Source: an optimization exercise on an open RTL-to-GDS flow (aim: small area, a short achievable clock period and few clock cycles per item). Production flows keep margins and buffers that such runs may drop. Only simulation tests tie the RTL to the original design; equivalence was not proved. Power is estimated from default activity; no workload was simulated.

===== design/flow/design.v =====
package stt_pkg;
  localparam int unsigned LineBits   = 16;
  localparam int unsigned ColBits    = 16;
  localparam int unsigned OffsetBits = 32;
  localparam int unsigned LengthBits = 16;
  localparam int unsigned KindBits   = 5;
  typedef logic [LineBits-1:0]   line_t;
  typedef logic [ColBits-1:0]    col_t;
  typedef logic [OffsetBits-1:0] offset_t;
  typedef logic [LengthBits-1:0] length_t;
  localparam logic [7:0] ChNul   = 8'h00;
  localparam logic [7:0] ChTab   = 8'h09;
  localparam logic [7:0] ChLf    = 8'h0A;
  localparam logic [7:0] ChCr    = 8'h0D;
  localparam logic [7:0] ChSpace = 8'h20;
  localparam logic [7:0] ChBang  = 8'h21;
  localparam logic [7:0] ChDot   = 8'h2E;
  localparam logic [7:0] ChEq    = 8'h3D;
  localparam logic [7:0] ChUnder = 8'h5F;
  typedef enum logic [KindBits-1:0] {
    TK_ILLEGAL  = 5'd0,
    TK_EOF      = 5'd1,
    TK_IDENT    = 5'd2,
    TK_INT      = 5'd3,
    TK_DOUBLE   = 5'd4,
    TK_ASSIGN   = 5'd5,
    TK_EQ       = 5'd6,
    TK_BANG     = 5'd7,
    TK_NOT_EQ   = 5'd8,
    TK_PLUS     = 5'd9,
    TK_MINUS    = 5'd10,
    TK_ASTERISK = 5'd11,
    TK_SLASH    = 5'd12,
    TK_MODULO   = 5'd13,
    TK_SEMI     = 5'd14,
    TK_LPAREN   = 5'd15,
    TK_RPAREN   = 5'd16,
    TK_COMMA    = 5'd17,
    TK_LBRACE   = 5'd18,
    TK_RBRACE   = 5'd19,
    TK_LT       = 5'd20,
    TK_GT       = 5'd21
  } token_kind_e;
  typedef enum logic [2:0] {
    MODE_IDLE   = 3'd0,
    MODE_IDENT  = 3'd1,
    MODE_NUM    = 3'd2,
    MODE_NUMDOT = 3'd3,
    MODE_EQ     = 3'd4,
    MODE_BANG   = 3'd5
  } scan_mode_e;
  typedef struct packed {
    token_kind_e kind;
    line_t       line;
    col_t        col;
    offset_t     offset;
    length_t     len;
    logic        last;
  } tok_t;
  function automatic logic is_alpha(input logic [7:0] c);
    is_alpha = ((c >= 8'h61 && c <= 8'h7A) || (c >= 8'h41 && c <= 8'h5A) || (c == stt_pkg::ChUnder));
  endfunction
  function automatic logic is_digit(input logic [7:0] c);
    is_digit = (c >= 8'h30 && c <= 8'h39);
  endfunction
  function automatic logic is_space(input logic [7:0] c);
    is_space = ((c == stt_pkg::ChSpace) || (c == stt_pkg::ChTab) || (c == stt_pkg::ChLf) || (c == stt_pkg::ChCr));
  endfunction
  function automatic token_kind_e single_kind(input logic [7:0] c);
    token_kind_e k;
    unique case (c)
      8'h2B:   k = stt_pkg::TK_PLUS;
      8'h2D:   k = stt_pkg::TK_MINUS;
      8'h2A:   k = stt_pkg::TK_ASTERISK;
      8'h2F:   k = stt_pkg::TK_SLASH;
      8'h25:   k = stt_pkg::TK_MODULO;
      8'h3B:   k = stt_pkg::TK_SEMI;
      8'h28:   k = stt_pkg::TK_LPAREN;
      8'h29:   k = stt_pkg::TK_RPAREN;
      8'h2C:   k = stt_pkg::TK_COMMA;
      8'h7B:   k = stt_pkg::TK_LBRACE;
      8'h7D:   k = stt_pkg::TK_RBRACE;
      8'h3C:   k = stt_pkg::TK_LT;
      8'h3E:   k = stt_pkg::TK_GT;
      default: k = stt_pkg::TK_ILLEGAL;
    endcase
    single_kind = k;
  endfunction
  localparam int unsigned TokBits = KindBits + LineBits + ColBits + OffsetBits + LengthBits + 1;
  function automatic logic [TokBits-1:0] mk_tok(input token_kind_e kind, input line_t line,
                                                input col_t col, input offset_t offset,
                                                input length_t len);
    mk_tok = {kind, line, col, offset, len, 1'b0};
  endfunction
endpackage
module source_text_tokenizer (
  input  logic                             clk_i,
  input  logic                             rst_ni,
  input  logic                             txt_valid_i,
  output logic                             txt_ready_o,
  input  logic [7:0]                       txt_char_i,
  input  logic                             txt_end_i,
  output logic                             tok_valid_o,
  input  logic                             tok_ready_i,
  output logic [stt_pkg::KindBits-1:0]     tok_kind_o,
  output logic [stt_pkg::LineBits-1:0]     tok_line_o,
  output logic [stt_pkg::ColBits-1:0]      tok_col_o,
  output logic [stt_pkg::OffsetBits-1:0]   tok_offset_o,
  output logic [stt_pkg::LengthBits-1:0]   tok_length_o,
  output logic                             tok_last_o
);
  logic       in_vld_q, in_vld_d;
  logic [7:0] in_char_q;
  logic       in_end_q;
  stt_pkg::scan_mode_e mode_q, mode_d;
  stt_pkg::line_t      line_q, line_d, tsl_q, tsl_d;
  stt_pkg::col_t       col_q, col_d, tsc_q, tsc_d;
  stt_pkg::offset_t    off_q, off_d, tso_q, tso_d;
  stt_pkg::length_t    run_q, run_d;
  logic                seen_q, seen_d;
  stt_pkg::tok_t slot0_q, slot1_q, slot2_q;
  stt_pkg::tok_t slot0_d, slot1_d, slot2_d;
  logic [1:0]    cnt_q, cnt_d;
  logic          in_xfer, out_xfer, buf_free, proc;
  logic          is_end, absorbed;
  logic [7:0]    ce;
  logic          v_a, v_b, v_c;
  stt_pkg::tok_t tok_a, tok_b, tok_c;
  stt_pkg::length_t run_inc, run_inc2;
  stt_pkg::col_t    col_back;
  stt_pkg::offset_t off_back;
  assign out_xfer    = tok_valid_o && tok_ready_i;
  assign buf_free    = (cnt_q == 2'd0) || ((cnt_q == 2'd1) && out_xfer);
  assign proc        = in_vld_q && buf_free;
  assign txt_ready_o = !in_vld_q || proc;
  assign in_xfer     = txt_valid_i && txt_ready_o;
  always_comb begin
    in_vld_d = in_vld_q;
    if (in_xfer) begin
      in_vld_d = 1'b1;
    end else if (proc) begin
      in_vld_d = 1'b0;
    end
  end
  assign is_end   = in_end_q || (in_char_q == stt_pkg::ChNul);
  assign ce       = is_end ? stt_pkg::ChNul : in_char_q;
  assign run_inc  = (run_q == '1) ? run_q : run_q + 1'b1;
  assign run_inc2 = (run_inc == '1) ? run_inc : run_inc + 1'b1;
  assign col_back = ((col_q == '1) || (col_q == '0)) ? col_q : col_q - 1'b1;
  assign off_back = ((off_q == '1) || (off_q == '0)) ? off_q : off_q - 1'b1;
  always_comb begin
    mode_d   = stt_pkg::MODE_IDLE;
    run_d    = run_q;
    seen_d   = seen_q;
    tsl_d    = tsl_q;
    tsc_d    = tsc_q;
    tso_d    = tso_q;
    absorbed = 1'b0;
    v_a      = 1'b0;
    v_b      = 1'b0;
    v_c      = 1'b0;
    tok_a    = '0;
    tok_b    = '0;
    tok_c    = '0;
    unique case (mode_q)
      stt_pkg::MODE_IDENT: begin
        if (stt_pkg::is_alpha(ce)) begin
          mode_d   = stt_pkg::MODE_IDENT;
          run_d    = run_inc;
          absorbed = 1'b1;
        end else begin
          v_a   = 1'b1;
          tok_a = stt_pkg::mk_tok(stt_pkg::TK_IDENT, tsl_q, tsc_q, tso_q, run_q);
        end
      end
      stt_pkg::MODE_NUM: begin
        if (stt_pkg::is_digit(ce)) begin
          mode_d   = stt_pkg::MODE_NUM;
          run_d    = run_inc;
          absorbed = 1'b1;
        end else if ((ce == stt_pkg::ChDot) && !seen_q) begin
          mode_d   = stt_pkg::MODE_NUMDOT;
          absorbed = 1'b1;
        end else begin
          v_a   = 1'b1;
          tok_a = stt_pkg::mk_tok(seen_q ? stt_pkg::TK_DOUBLE : stt_pkg::TK_INT,
                                  tsl_q, tsc_q, tso_q, run_q);
        end
      end
      stt_pkg::MODE_NUMDOT: begin
        if (stt_pkg::is_digit(ce)) begin
          mode_d   = stt_pkg::MODE_NUM;
          seen_d   = 1'b1;
          run_d    = run_inc2;
          absorbed = 1'b1;
        end else begin
          v_a   = 1'b1;
          tok_a = stt_pkg::mk_tok(stt_pkg::TK_INT, tsl_q, tsc_q, tso_q, run_q);
          v_b   = 1'b1;
          tok_b = stt_pkg::mk_tok(stt_pkg::TK_ILLEGAL, line_q, col_back, off_back,
                                  stt_pkg::length_t'(1));
        end
      end
      stt_pkg::MODE_EQ: begin
        v_a = 1'b1;
        if (ce == stt_pkg::ChEq) begin
          absorbed = 1'b1;
          tok_a = stt_pkg::mk_tok(stt_pkg::TK_EQ, tsl_q, tsc_q, tso_q,
                                  stt_pkg::length_t'(2));
        end else begin
          tok_a = stt_pkg::mk_tok(stt_pkg::TK_ASSIGN, tsl_q, tsc_q, tso_q,
                                  stt_pkg::length_t'(1));
        end
      end
      stt_pkg::MODE_BANG: begin
        v_a = 1'b1;
        if (ce == stt_pkg::ChEq) begin
          absorbed = 1'b1;
          tok_a = stt_pkg::mk_tok(stt_pkg::TK_NOT_EQ, tsl_q, tsc_q, tso_q,
                                  stt_pkg::length_t'(2));
        end else begin
          tok_a = stt_pkg::mk_tok(stt_pkg::TK_BANG, tsl_q, tsc_q, tso_q,
                                  stt_pkg::length_t'(1));
        end
      end
      default: begin
      end
    endcase
    if (is_end) begin
      v_c    = 1'b1;
      tok_c  = stt_pkg::mk_tok(stt_pkg::TK_EOF, line_q, col_q, off_q, '0);
      mode_d = stt_pkg::MODE_IDLE;
      run_d  = '0;
      seen_d = 1'b0;
    end else if (!absorbed) begin
      priority if (stt_pkg::is_space(ce)) begin
      end else if (stt_pkg::is_alpha(ce) || stt_pkg::is_digit(ce) ||
                   (ce == stt_pkg::ChEq) || (ce == stt_pkg::ChBang)) begin
        tsl_d  = line_q;
        tsc_d  = col_q;
        tso_d  = off_q;
        run_d  = stt_pkg::length_t'(1);
        seen_d = 1'b0;
        priority if (stt_pkg::is_alpha(ce)) begin
          mode_d = stt_pkg::MODE_IDENT;
        end else if (stt_pkg::is_digit(ce)) begin
          mode_d = stt_pkg::MODE_NUM;
        end else if (ce == stt_pkg::ChEq) begin
          mode_d = stt_pkg::MODE_EQ;
        end else begin
          mode_d = stt_pkg::MODE_BANG;
        end
      end else begin
        v_c   = 1'b1;
        tok_c = stt_pkg::mk_tok(stt_pkg::single_kind(ce), line_q, col_q, off_q,
                                stt_pkg::length_t'(1));
      end
    end
  end
  always_comb begin
    line_d = line_q;
    col_d  = col_q;
    off_d  = off_q;
    if (!is_end) begin
      if (ce == stt_pkg::ChLf) begin
        line_d = (line_q == '1) ? line_q : line_q + 1'b1;
        col_d  = stt_pkg::col_t'(1);
      end else begin
        col_d  = (col_q == '1) ? col_q : col_q + 1'b1;
      end
      off_d = (off_q == '1) ? off_q : off_q + 1'b1;
    end
  end
  always_comb begin
    slot0_d = slot0_q;
    slot1_d = slot1_q;
    slot2_d = slot2_q;
    cnt_d   = cnt_q;
    if (proc) begin
      cnt_d        = 2'(v_a) + 2'(v_b) + 2'(v_c);
      slot0_d      = v_a ? tok_a : tok_c;
      slot1_d      = v_b ? tok_b : tok_c;
      slot2_d      = tok_c;
      slot0_d.last = (cnt_d == 2'd1);
      slot1_d.last = (cnt_d == 2'd2);
      slot2_d.last = (cnt_d == 2'd3);
    end else if (out_xfer) begin
      cnt_d   = cnt_q - 2'd1;
      slot0_d = slot1_q;
      slot1_d = slot2_q;
    end
  end
  always_ff @(posedge clk_i or negedge rst_ni) begin
    if (!rst_ni) begin
      in_vld_q <= 1'b0;
      cnt_q    <= 2'd0;
      mode_q   <= stt_pkg::MODE_IDLE;
      line_q   <= stt_pkg::line_t'(1);
      col_q    <= stt_pkg::col_t'(1);
      off_q    <= '0;
      tsl_q    <= stt_pkg::line_t'(1);
      tsc_q    <= stt_pkg::col_t'(1);
      tso_q    <= '0;
      run_q    <= '0;
      seen_q   <= 1'b0;
    end else begin
      in_vld_q <= in_vld_d;
      cnt_q    <= cnt_d;
      if (proc) begin
        mode_q <= mode_d;
        line_q <= line_d;
        col_q  <= col_d;
        off_q  <= off_d;
        tsl_q  <= tsl_d;
        tsc_q  <= tsc_d;
        tso_q  <= tso_d;
        run_q  <= run_d;
        seen_q <= seen_d;
      end
    end
  end
  always_ff @(posedge clk_i) begin
    if (in_xfer) begin
      in_char_q <= txt_char_i;
      in_end_q  <= txt_end_i;
    end
    slot0_q <= slot0_d;
    slot1_q <= slot1_d;
    slot2_q <= slot2_d;
  end
  assign tok_valid_o        = (cnt_q != 2'd0);
  assign tok_kind_o   = slot0_q.kind;
  assign tok_line_o   = slot0_q.line;
  assign tok_col_o    = slot0_q.col;
  assign tok_offset_o = slot0_q.offset;
  assign tok_length_o = slot0_q.len;
  assign tok_last_o  = slot0_q.last;
endmodule

===== design/flow/run.sh =====
#!/bin/bash
# synth_recipe.tcl (not shown) runs the flow's synth.tcl, then flattens the netlist and writes it again
# the make line also repeats each setting of config.mk as NAME=value (left out here)
make -C /OpenROAD-flow-scripts/flow DESIGN_CONFIG=/design/flow/config.mk WORK_HOME=/design/flow/orfs CLKGATE_MAP_FILE= SYNTH_SCRIPT=/design/flow/synth_recipe.tcl finish

===== design/flow/config.mk =====
export PLATFORM = sky130hd
export DESIGN_NAME = source_text_tokenizer
export DESIGN_NICKNAME = source_text_tokenizer
export VERILOG_FILES = /design/flow/design.v
export SDC_FILE = /design/flow/constraint.sdc
export NUM_CORES = 4
export LEC_CHECK = 0
export CAP_MARGIN = 20
export CORE_MARGIN = 2
export CORE_UTILIZATION = 40
export SLEW_MARGIN = 20

===== design/flow/constraint.sdc =====
create_clock -name core_clock -period 5.0 [get_ports {clk_i}]
set_input_delay 1.0000 -clock core_clock [delete_from_list [all_inputs] [get_ports {clk_i}]]
set_output_delay 1.0000 -clock core_clock [all_outputs]
set_load 0.01 [all_outputs]

==> results.toml <==
[finish]
drive_above_1_share_pct = 10.2
nFillCells = 4541
instances_no_fill = 2591
final_util_pct = 46.6
area_growth_syn_to_layout_pct = 15.0
stdcell_area_sq_mm = 0.0228
antenna_cells = 0
nNetsFinal = 1917

[grt]
grt_max_degree = 98
antenna_found_initial = 0
grt_pass1_wl_mm = 80.7
globalRouteTotalUtil_pct = 19.9
grt_pass1_vias = 14400
grt_overflow = 0

[yosys]
syn_avg_cell_area_sq_um = 10.7
synth_top_family_by_area = "simple AND/OR/NAND/NOR gates"
synth_top_area_cell = "edfxtp_1"
ys_ff_latch = 388
synthFlopType = "edfxtp_1"
syn_nets = 1887
synth_commonest_cells = "237 x edfxtp_1, 197 x nand2_1, 147 x dfrtp_1"
synth-edff-count = 237
ys_warn_count = 1
yosysTopAreaCellShare_pct = 35.9
postSynthCellCount = 1861
synth_xor_area_share_pct = 3.26
synthSimpleGateAreaFrac_pct = 18.0
synth_most_common_cell = "edfxtp_1"
ys_top_cells_by_area = "edfxtp_1 36%, dfrtp_1 19%, nand2_1 3.7%"
synth_fa_ha_area_share_pct = 0.858
synthArstFlopShare_pct = 38.9
synth_compound_area_share_pct = 14.1
synth_cell_types = 100
muxShareOfSynthArea_pct = 3.51
ys_seq_area_share_pct = 54.9
syn_area_sq_mm = 0.0198

[cts]
cts_buffers = 44
root_buffer = "clkbuf_16"
clock_path_buffers = 3
htreeDepth = 2
cts_resized = 0
hold_buffers = 0
cts_tree = "done"
clock-sinks = 388
clkLatencyLatePin_ns = 0.58
cts_setup_buffers = 0
path_clk_slew_ns = 0.06

[timing]
setup_ws_ns = 0.962
hold_viol = 0
holdWs_ns = 0.488
finalCritPeriodShare_pct = 80.8
setup_viol = 0
fin_tns_setup_ns = 0
slew_headroom_pct = 30.4
min_period_ns = 4.04
rsz0062_at_grt = "false"
fmax_mhz = 248
worst_pin_slew_ns = 1.04
drv_slew = 0
skew_ns = 0.0157

[floorplanning]
die-area_sq_mm = 0.0514
die_w_microns = 227
die_y_microns = 227
row_count = 81
pin_count = 101
coreArea_sq_mm = 0.0490
initial_core_util_pct = 40.5

[outcome]
outcome = "complete, no violations"

[route]
wirelength_mm = 50.6
drt-pass1-iter-count = 9
drt_iter0_drc = 1461
wl_per_cell_microns = 19.5
vias_per_cell = 5.68
remaining_drc_errors = 0
dr_total_vias = 14700
ant_nets = 0

[power]
powerDensity_mw_per_mm2 = 568
irDropWorstVdd_mv = 0.341
finalPower_mw = 13.0
power.leakage_nw = 8.99

[hold_path]
min-delay-start = "tsc_q[0]$_DFFE_PN1P_"
hold_path.class = "register to register"
hold_depth = 2
worstHoldEndpoint = "tsc_q[0]$_DFFE_PN1P_"

[critical_path]
rr_worst_depth = 14
worstPathArrival_ns = 4.45
critPathRequiredTime_ns = 5.41
r2r_slack_ns = 0.96
end_kind = "register"
reg2reg_to = "run_q[4]$_DFFE_PN0P_"
startpoint_type = "register"
worstSetupPathType = "register to register"
cp_max_fo = 14
r2r_start = "run_q[1]$_DFFE_PN0P_"

[flow_run]
cap_violations = 0

[placement]
dp_hpwl_mm = 32.0
placed_cells = 2509
dp_slack_ns = 0.968
port_buffers = 100
dpl-instance-area_sq_mm = 0.0213
place_congestion = 0.906
kinds of logic (layout without fill, tap and decap cells):
logic type      count (synthesis)  count (layout)
simple gates                  680             680
compound gates                401             401
flops                         388             388
buf+inv                       244             310
xor+xnor                       73              73
mux                            62              62
fa+ha+maj                      13              13
registers in the layout, indices dropped and copies added (netlist names), 32 cells and up:
signal / count
slot0_q: 86
tso_q: 32
slot1_q: 71
off_q: 32
slot2_q: 71
layer usage:
| metal | vias up | track usage [%] | routed length [microns] |
|---|---|---|---|
| met5 | - | 0 | 0 |
| met4 | 0 | 5.71 | 1050 |
| met3 | 74 | 3.19 | 2720 |
| met2 | 448 | 30.9 | 23100 |
| met1 | 7317 | 28.7 | 23700 |
| li1 | 6879 | - | - |
where the power goes:
part / total (mW) / leakage (nW) / switching (mW) / internal (mW)
Sequential: 5.47 / 4.39 / 0.509 / 4.96
Clock: 3.44 / 0.738 / 1.33 / 2.11
Combinational: 4.07 / 3.87 / 2.55 / 1.51
how the worst max path moves through the flow:
stage	to	start
finish	run_q[4]$_DFFE_PN0P_	run_q[1]$_DFFE_PN0P_
global route	run_q[4]$_DFFE_PN0P_	run_q[1]$_DFFE_PN0P_
CTS	run_q[4]$_DFFE_PN0P_	run_q[1]$_DFFE_PN0P_
detailed placement	slot1_q[49]$_DFFE_PP_	tok_ready_i
global placement	slot1_q[49]$_DFFE_PP_	tok_ready_i
floorplan	slot0_q[0]$_DFFE_PP_	tok_ready_i
critical path, cell delays in order, from the launching register on:
cell and delay [ns]:
dfrtp_1 0.32, buf_4 0.20, ha_1 0.43, and4_1 0.35, and4_1 0.38, xnor2_1 0.19, ha_1 0.25, and2_1 0.15
o31ai_1 0.12, a211oi_2 0.36, nand3b_4 0.24, or2_4 0.36, a221oi_2 0.31, o21a_1 0.14, o32ai_1 0.07
area by class of cell:
| cell class | instances | area, sq um | area share [%] |
|---|---|---|---|
| clock inverters | 19 | 279 | 1.22 |
| flip-flops and latches | 388 | 10900 | 47.8 |
| well taps | 664 | 831 | 3.64 |
| inverters | 100 | 378 | 1.66 |
| clock buffers | 63 | 1250 | 5.50 |
| repair buffers | 128 | 1260 | 5.53 |
| multi-input cells | 1229 | 7920 | 34.7 |
layout by cell type, fill, tap and decap left out, drive strengths merged, types with 10 or more instances in the layout:
master,count
clkdlybuf4s50,99
o211ai,18
a211oi,10
nand3,59
and3,16
ha,12
nor4,20
nand2b,14
clkinv,10
a21oi,61
o311ai,10
nand4,34
a222oi,61
xor2,25
dfrtp,147
inv,100
nand2,200
a31oi,20
xnor2,48
nor3,42
o21ai,131
or3,16
buf,29
clkbuf,63
edfxtp,237
nor2,126
mux2,54
and4,12
and2,92
Testbench counts, summed over its fixed seeds: cycles 24,824, bytes 24,017.

==> what the ideal ports hide <==
How much do the figures lean on ideal ports? The routed layout below was timed once more, with nothing changed but the port constraints.
Step 1 sets driving cells, clkbuf_16 on the clock port and buf_2 on the other inputs (assumed; they add their load-dependent delay and slew).
Step 2 times the ports against the registers' clock, not the clock port: input delays grow and output delays shrink by t, the midpoint of the rising clock arrivals with the driver on.
a / b / c = ideal ports / drivers / drivers and shift; a / b = the first two.
t (ns): 0.621
setup slack, ns: 0.962 / 0.962 / 0.962
hold slack, ns: 0.488 / 0.488 / 0.488
latest minus earliest clock arrival (ns): 0.016 / 0.016
worst slew at a driven data input, ns: 0.04
After both steps this run still meets setup and hold. The setup slack of this run moves by 0.000 ns with the drivers and by 0.000 ns with both steps.
